From an optimization exercise on the open Yosys and OpenROAD flow, aimed at small area, a short achievable clock period and few clock cycles per item; shortcuts taken in it are not production practice.

## wip/garnet
Design ascon_perm_engine, start of the top module:
module ascon_perm_engine #(
    parameter int UNROLL  = 1,
    parameter int SLICE_W = 64
) (
    input  logic         clk,
    input  logic         rst,
    input  logic         in_valid_i,
    output logic         in_ready_o,
    input  logic [3:0]   rounds_i,
    input  logic [319:0] state_i,
    output logic         out_valid_o,
    input  logic         out_ready_i,
    output logic [319:0] state_o,
    output logic         busy_o
);
Size: ~2500 cells after synthesis, roughly 330 flip-flops, about 650 I/O pins.
==> module ascon_perm_engine, before the edit <==
module ascon_perm_engine #(
    parameter int UNROLL  = 1,
    parameter int SLICE_W = 64
) (
    input  logic         clk,
    input  logic         rst,
    input  logic         in_valid_i,
    output logic         in_ready_o,
    input  logic [3:0]   rounds_i,
    input  logic [319:0] state_i,
    output logic         out_valid_o,
    input  logic         out_ready_i,
    output logic [319:0] state_o,
    output logic         busy_o
);
    localparam int W = 64;
    logic [319:0] st_q;        
    logic [3:0]   r_q;         
    logic         busy_q;      
    logic         valid_q;     
    function automatic logic [W-1:0] ror(input logic [W-1:0] x, input int n);
        ror = (x >> n) | (x << (W - n));
    endfunction
    function automatic logic [319:0] round_f(input logic [319:0] s, input logic [7:0] c);
        logic [W-1:0] x0, x1, x2, x3, x4;
        logic [W-1:0] t0, t1, t2, t3, t4;
        x0 = s[4*W +: W];
        x1 = s[3*W +: W];
        x2 = s[2*W +: W];
        x3 = s[1*W +: W];
        x4 = s[0*W +: W];
        x2 = x2 ^ {{(W-8){1'b0}}, c};
        x0 = x0 ^ x4;
        x4 = x4 ^ x3;
        x2 = x2 ^ x1;
        t0 = ~x0 & x1;
        t1 = ~x1 & x2;
        t2 = ~x2 & x3;
        t3 = ~x3 & x4;
        t4 = ~x4 & x0;
        x0 = x0 ^ t1;
        x1 = x1 ^ t2;
        x2 = x2 ^ t3;
        x3 = x3 ^ t4;
        x4 = x4 ^ t0;
        x1 = x1 ^ x0;
        x0 = x0 ^ x4;
        x3 = x3 ^ x2;
        x2 = ~x2;
        x0 = x0 ^ ror(x0, 19) ^ ror(x0, 28);
        x1 = x1 ^ ror(x1, 61) ^ ror(x1, 39);
        x2 = x2 ^ ror(x2, 1)  ^ ror(x2, 6);
        x3 = x3 ^ ror(x3, 10) ^ ror(x3, 17);
        x4 = x4 ^ ror(x4, 7)  ^ ror(x4, 41);
        round_f = {x0, x1, x2, x3, x4};
    endfunction
    logic         run_q;       
    logic         dlv;         
    logic         acc;         
    logic [3:0]   r0;          
    always_comb begin
        dlv  = valid_q & out_ready_i;
        in_ready_o = ~busy_q | dlv;
        acc  = in_valid_i & in_ready_o;
        r0   = ((rounds_i == 4'd0) || (rounds_i > 4'd12)) ? 4'd0 : 4'd12 - rounds_i;
    end
    always_ff @(posedge clk) begin
        if (rst) begin
            busy_q  <= 1'b0;
            valid_q <= 1'b0;
            run_q   <= 1'b0;
        end else if (acc) begin
            busy_q  <= 1'b1;
            valid_q <= 1'b0;
            run_q   <= 1'b1;
        end else if (dlv) begin
            busy_q  <= 1'b0;
            valid_q <= 1'b0;
        end else if (run_q && r_q == 4'd11) begin
            valid_q <= 1'b1;
            run_q   <= 1'b0;
        end
    end
    always_ff @(posedge clk) begin
        if (~valid_q | out_ready_i) begin
            st_q <= run_q ? round_f(st_q, {~r_q, r_q}) : state_i;
            r_q  <= run_q ? r_q + 4'd1 : r0;
        end
    end
    assign out_valid_o = valid_q;
    assign busy_o      = busy_q;
    assign state_o     = st_q;
endmodule
==> flow/config.mk <==
export PLATFORM = sky130hd
export DESIGN_NAME = ascon_perm_engine
export DESIGN_NICKNAME = ascon_perm_engine
export VERILOG_FILES = /design/flow/design.v
export SDC_FILE = /design/flow/constraint.sdc
export NUM_CORES = 4
export LEC_CHECK = 0
export CAP_MARGIN = 20
export CORE_MARGIN = 2
export CORE_UTILIZATION = 40
export SETUP_SLACK_MARGIN = 1.5
export SLEW_MARGIN = 60
==> flow/constraint.sdc <==
create_clock -name core_clock -period 5.0 [get_ports {clk}]
set_input_delay 1.0000 -clock core_clock [delete_from_list [all_inputs] [get_ports {clk}]]
set_output_delay 1.0000 -clock core_clock [all_outputs]
set_load 0.01 [all_outputs]
standard.sh (not shown) runs the stock make flow with config.mk's settings and CLKGATE_MAP_FILE= SYNTH_SCRIPT=/design/flow/synth_recipe.tcl, a recipe that flattens the netlist after the stock synthesis.
==> flow/flow/run.sh <==
#!/bin/bash
# Own layout flow: the standard flow (standard synthesis, floorplan, power
# grid, placement, CTS, routing) with two changes to how it is made:
#  - ports are buffered with buf_2 instead of the default buffer choice;
#  - timing repair uses its default moves.
# ORFS writes every tool's full log under orfs/logs/; make's own output goes
# to flow_make.log here.
set -euo pipefail
export BUFFER_PORTS_ARGS="-buffer_cell sky130_fd_sc_hd__buf_2"


bash standard.sh finish > flow_make.log 2>&1
[inputs] wip/delta vs wip/garnet
diff --git a/flow/design.v b/flow/design.v
--- a/flow/design.v
+++ b/flow/design.v
@@ -20,4 +20,6 @@
     logic         busy_q;      
     logic         valid_q;     
+    logic         run_q;       
+    logic         ld_q;        
     function automatic logic [W-1:0] ror(input logic [W-1:0] x, input int n);
         ror = (x >> n) | (x << (W - n));
@@ -56,8 +58,9 @@
         round_f = {x0, x1, x2, x3, x4};
     endfunction
-    logic         run_q;       
     logic         dlv;         
     logic         acc;         
     logic [3:0]   r0;          
+    logic [3:0]   r_d;
+    logic [319:0] rin;
     always_comb begin
         dlv  = valid_q & out_ready_i;
@@ -65,4 +68,7 @@
         acc  = in_valid_i & in_ready_o;
         r0   = ((rounds_i == 4'd0) || (rounds_i > 4'd12)) ? 4'd0 : 4'd12 - rounds_i;
+        r_d  = run_q ? r_q + 4'd1 : r0;
+        rin[319:160] = run_q ? st_q[319:160] : state_i[319:160];
+        rin[159:0]   = ld_q  ? state_i[159:0] : st_q[159:0];
     end
     always_ff @(posedge clk) begin
@@ -71,20 +77,23 @@
             valid_q <= 1'b0;
             run_q   <= 1'b0;
+            ld_q    <= 1'b1;
         end else if (acc) begin
             busy_q  <= 1'b1;
-            valid_q <= 1'b0;
-            run_q   <= 1'b1;
+            valid_q <= (r0 == 4'd11);
+            run_q   <= (r0 != 4'd11);
+            ld_q    <= (r0 == 4'd11);
         end else if (dlv) begin
             busy_q  <= 1'b0;
             valid_q <= 1'b0;
-        end else if (run_q && r_q == 4'd11) begin
-            valid_q <= 1'b1;
-            run_q   <= 1'b0;
+        end else if (run_q) begin
+            valid_q <= (r_q == 4'd10);
+            run_q   <= (r_q != 4'd10);
+            ld_q    <= (r_q == 4'd10);
         end
     end
     always_ff @(posedge clk) begin
         if (~valid_q | out_ready_i) begin
-            st_q <= run_q ? round_f(st_q, {~r_q, r_q}) : state_i;
-            r_q  <= run_q ? r_q + 4'd1 : r0;
+            st_q <= round_f(rin, {~r_d, r_d});
+            r_q  <= r_d;
         end
     end
--- outcome ---
wip/delta contains fewer vias than wip/garnet.
Against wip/garnet, wip/delta reports a count of clock-net buffers in the final layout that is higher.
Comparing wip/delta and wip/garnet, the lower total standard cell area after synthesis is on wip/delta.
Critical path depth: wip/delta > wip/garnet
Compared with wip/garnet, wip/delta shows a higher flip-flop and latch share of the layout cell area.
Sort wip/delta and wip/garnet by setup slack desc -> top: wip/garnet
No run of this note included a check of the RTL's function; only the layout flow was run.


The RTL this note starts from:
==> flow/design.v <==
`default_nettype none
module ascon_perm_engine #(
    parameter int UNROLL  = 1,
    parameter int SLICE_W = 64
) (
    input  logic         clk,
    input  logic         rst,
    input  logic         in_valid_i,
    output logic         in_ready_o,
    input  logic [3:0]   rounds_i,
    input  logic [319:0] state_i,
    output logic         out_valid_o,
    input  logic         out_ready_i,
    output logic [319:0] state_o,
    output logic         busy_o
);
    localparam int W = 64;
    logic [319:0] st_q;        
    logic [3:0]   r_q;         
    logic         busy_q;      
    logic         valid_q;     
    function automatic logic [W-1:0] ror(input logic [W-1:0] x, input int n);
        ror = (x >> n) | (x << (W - n));
    endfunction
    function automatic logic [319:0] round_f(input logic [319:0] s, input logic [7:0] c);
        logic [W-1:0] x0, x1, x2, x3, x4;
        logic [W-1:0] t0, t1, t2, t3, t4;
        x0 = s[4*W +: W];
        x1 = s[3*W +: W];
        x2 = s[2*W +: W];
        x3 = s[1*W +: W];
        x4 = s[0*W +: W];
        x2 = x2 ^ {{(W-8){1'b0}}, c};
        x0 = x0 ^ x4;
        x4 = x4 ^ x3;
        x2 = x2 ^ x1;
        t0 = ~x0 & x1;
        t1 = ~x1 & x2;
        t2 = ~x2 & x3;
        t3 = ~x3 & x4;
        t4 = ~x4 & x0;
        x0 = x0 ^ t1;
        x1 = x1 ^ t2;
        x2 = x2 ^ t3;
        x3 = x3 ^ t4;
        x4 = x4 ^ t0;
        x1 = x1 ^ x0;
        x0 = x0 ^ x4;
        x3 = x3 ^ x2;
        x2 = ~x2;
        x0 = x0 ^ ror(x0, 19) ^ ror(x0, 28);
        x1 = x1 ^ ror(x1, 61) ^ ror(x1, 39);
        x2 = x2 ^ ror(x2, 1)  ^ ror(x2, 6);
        x3 = x3 ^ ror(x3, 10) ^ ror(x3, 17);
        x4 = x4 ^ ror(x4, 7)  ^ ror(x4, 41);
        round_f = {x0, x1, x2, x3, x4};
    endfunction
    logic         run;         
    logic         dlv;         
    logic         acc;         
    logic [3:0]   r0;          
    logic [3:0]   r_d;
    logic [319:0] rin;
    always_comb begin
        run  = busy_q & ~valid_q;
        dlv  = valid_q & out_ready_i;
        in_ready_o = ~busy_q | dlv;
        acc  = in_valid_i & in_ready_o;
        r0   = ((rounds_i == 4'd0) || (rounds_i > 4'd12)) ? 4'd0 : 4'd12 - rounds_i;
        r_d  = run ? r_q + 4'd1 : r0;
        rin  = run ? st_q : state_i;
    end
    always_ff @(posedge clk) begin
        if (rst) begin
            busy_q  <= 1'b0;
            valid_q <= 1'b0;
        end else if (acc) begin
            busy_q  <= 1'b1;
            valid_q <= (r0 == 4'd11);
        end else if (dlv) begin
            busy_q  <= 1'b0;
            valid_q <= 1'b0;
        end else if (run) begin
            valid_q <= (r_q == 4'd10);
        end
    end
    always_ff @(posedge clk) begin
        if (~valid_q | out_ready_i) begin
            st_q <= round_f(rin, {~r_d, r_d});
            r_q  <= r_d;
        end
    end
    assign out_valid_o = valid_q;
    assign busy_o      = busy_q;
    assign state_o     = st_q;
endmodule
`default_nettype wire
export LEC_CHECK = 0
export CAP_MARGIN = 20
export CORE_MARGIN = 2
export CORE_UTILIZATION = 40
export SETUP_SLACK_MARGIN = 2.0
export SLEW_MARGIN = 20
create_clock -name core_clock -period 5.0 [get_ports {clk}]
==> flow/flow/run.sh <==
#!/bin/bash
# Own layout flow: the standard flow (standard synthesis, floorplan, power
# grid, placement, CTS, routing) with two changes to how it is made:
#  - ports are buffered with buf_2 instead of the default buffer choice;
#  - timing repair only resizes and swaps pins (no buffer trees or cloning).
# ORFS writes every tool's full log under orfs/logs/; make's own output goes
# to flow_make.log here.
set -euo pipefail
export BUFFER_PORTS_ARGS="-buffer_cell sky130_fd_sc_hd__buf_2"
export SETUP_MOVE_SEQUENCE="sizeup,swap"
export SKIP_GATE_CLONING=1
bash standard.sh finish > flow_make.log 2>&1
==> next run, changes <==
--- a/flow/design.v
+++ b/flow/design.v
@@ -16,12 +16,14 @@
 );
     localparam int W = 64;
     logic [319:0] st_q;        
     logic [3:0]   r_q;         
     logic         busy_q;      
     logic         valid_q;     
+    logic         run_q;       
+    logic         ld_q;        
     function automatic logic [W-1:0] ror(input logic [W-1:0] x, input int n);
         ror = (x >> n) | (x << (W - n));
     endfunction
     function automatic logic [319:0] round_f(input logic [319:0] s, input logic [7:0] c);
         logic [W-1:0] x0, x1, x2, x3, x4;
         logic [W-1:0] t0, t1, t2, t3, t4;
@@ -52,39 +54,44 @@
         x1 = x1 ^ ror(x1, 61) ^ ror(x1, 39);
         x2 = x2 ^ ror(x2, 1)  ^ ror(x2, 6);
         x3 = x3 ^ ror(x3, 10) ^ ror(x3, 17);
         x4 = x4 ^ ror(x4, 7)  ^ ror(x4, 41);
         round_f = {x0, x1, x2, x3, x4};
     endfunction
-    logic         run;         
     logic         dlv;         
     logic         acc;         
     logic [3:0]   r0;          
     logic [3:0]   r_d;
     logic [319:0] rin;
     always_comb begin
-        run  = busy_q & ~valid_q;
         dlv  = valid_q & out_ready_i;
         in_ready_o = ~busy_q | dlv;
         acc  = in_valid_i & in_ready_o;
         r0   = ((rounds_i == 4'd0) || (rounds_i > 4'd12)) ? 4'd0 : 4'd12 - rounds_i;
-        r_d  = run ? r_q + 4'd1 : r0;
-        rin  = run ? st_q : state_i;
+        r_d  = run_q ? r_q + 4'd1 : r0;
+        rin[319:160] = run_q ? st_q[319:160] : state_i[319:160];
+        rin[159:0]   = ld_q  ? state_i[159:0] : st_q[159:0];
     end
     always_ff @(posedge clk) begin
         if (rst) begin
             busy_q  <= 1'b0;
             valid_q <= 1'b0;
+            run_q   <= 1'b0;
+            ld_q    <= 1'b1;
         end else if (acc) begin
             busy_q  <= 1'b1;
             valid_q <= (r0 == 4'd11);
+            run_q   <= (r0 != 4'd11);
+            ld_q    <= (r0 == 4'd11);
         end else if (dlv) begin
             busy_q  <= 1'b0;
             valid_q <= 1'b0;
-        end else if (run) begin
+        end else if (run_q) begin
             valid_q <= (r_q == 4'd10);
+            run_q   <= (r_q != 4'd10);
+            ld_q    <= (r_q == 4'd10);
         end
     end
     always_ff @(posedge clk) begin
         if (~valid_q | out_ready_i) begin
             st_q <= round_f(rin, {~r_d, r_d});
             r_q  <= r_d;
After rerunning: Die area is lower by 6.0%. Area after synthesis falls by 6.1%. Sequential share of layout area is higher by 0.31 points. Wire length falls by 5.3%. Core utilization increases by 3.2 points.
Function was not checked in any run of this note: the RTL went through the layout flow alone.

==> static timing again, ports no longer ideal <==
Ports are ideal in the flow. The routed layouts listed here were re-timed in OpenROAD.
Step 1 sets driving cells, clkbuf_16 on the clock port and buf_2 on the other inputs (assumed; they add their load-dependent delay and slew).
Step 2 also shifts input and output timing later by t, the mid clock arrival at the registers, as if the neighbouring blocks saw the same clock.
Slacks: ideal ports / drivers / drivers and shift; pairs: ideal ports / drivers.
| run | t (ns) | setup slack, ns | worst hold slack (ns) |
|---|---|---|---|
| wip/garnet | 0.662 | 1.814 / 1.814 / 1.814 | 0.517 / 0.517 / 0.517 |
| wip/delta | 0.648 | 1.544 / 1.544 / 0.938 | 0.558 / 0.558 / 0.558 |
| the first run of note 2 | 0.655 | 1.459 / 1.459 / 1.071 | 0.548 / 0.548 / 0.548 |
| the second run of note 2 | 0.653 | 1.739 / 1.739 / 1.170 | 0.532 / 0.532 / 0.532 |
After both steps setup and hold are still met in every run listed. For wip/delta, which loses most, drivers alone change the setup slack by 0.000 ns; drivers and shift together by -0.606 ns.
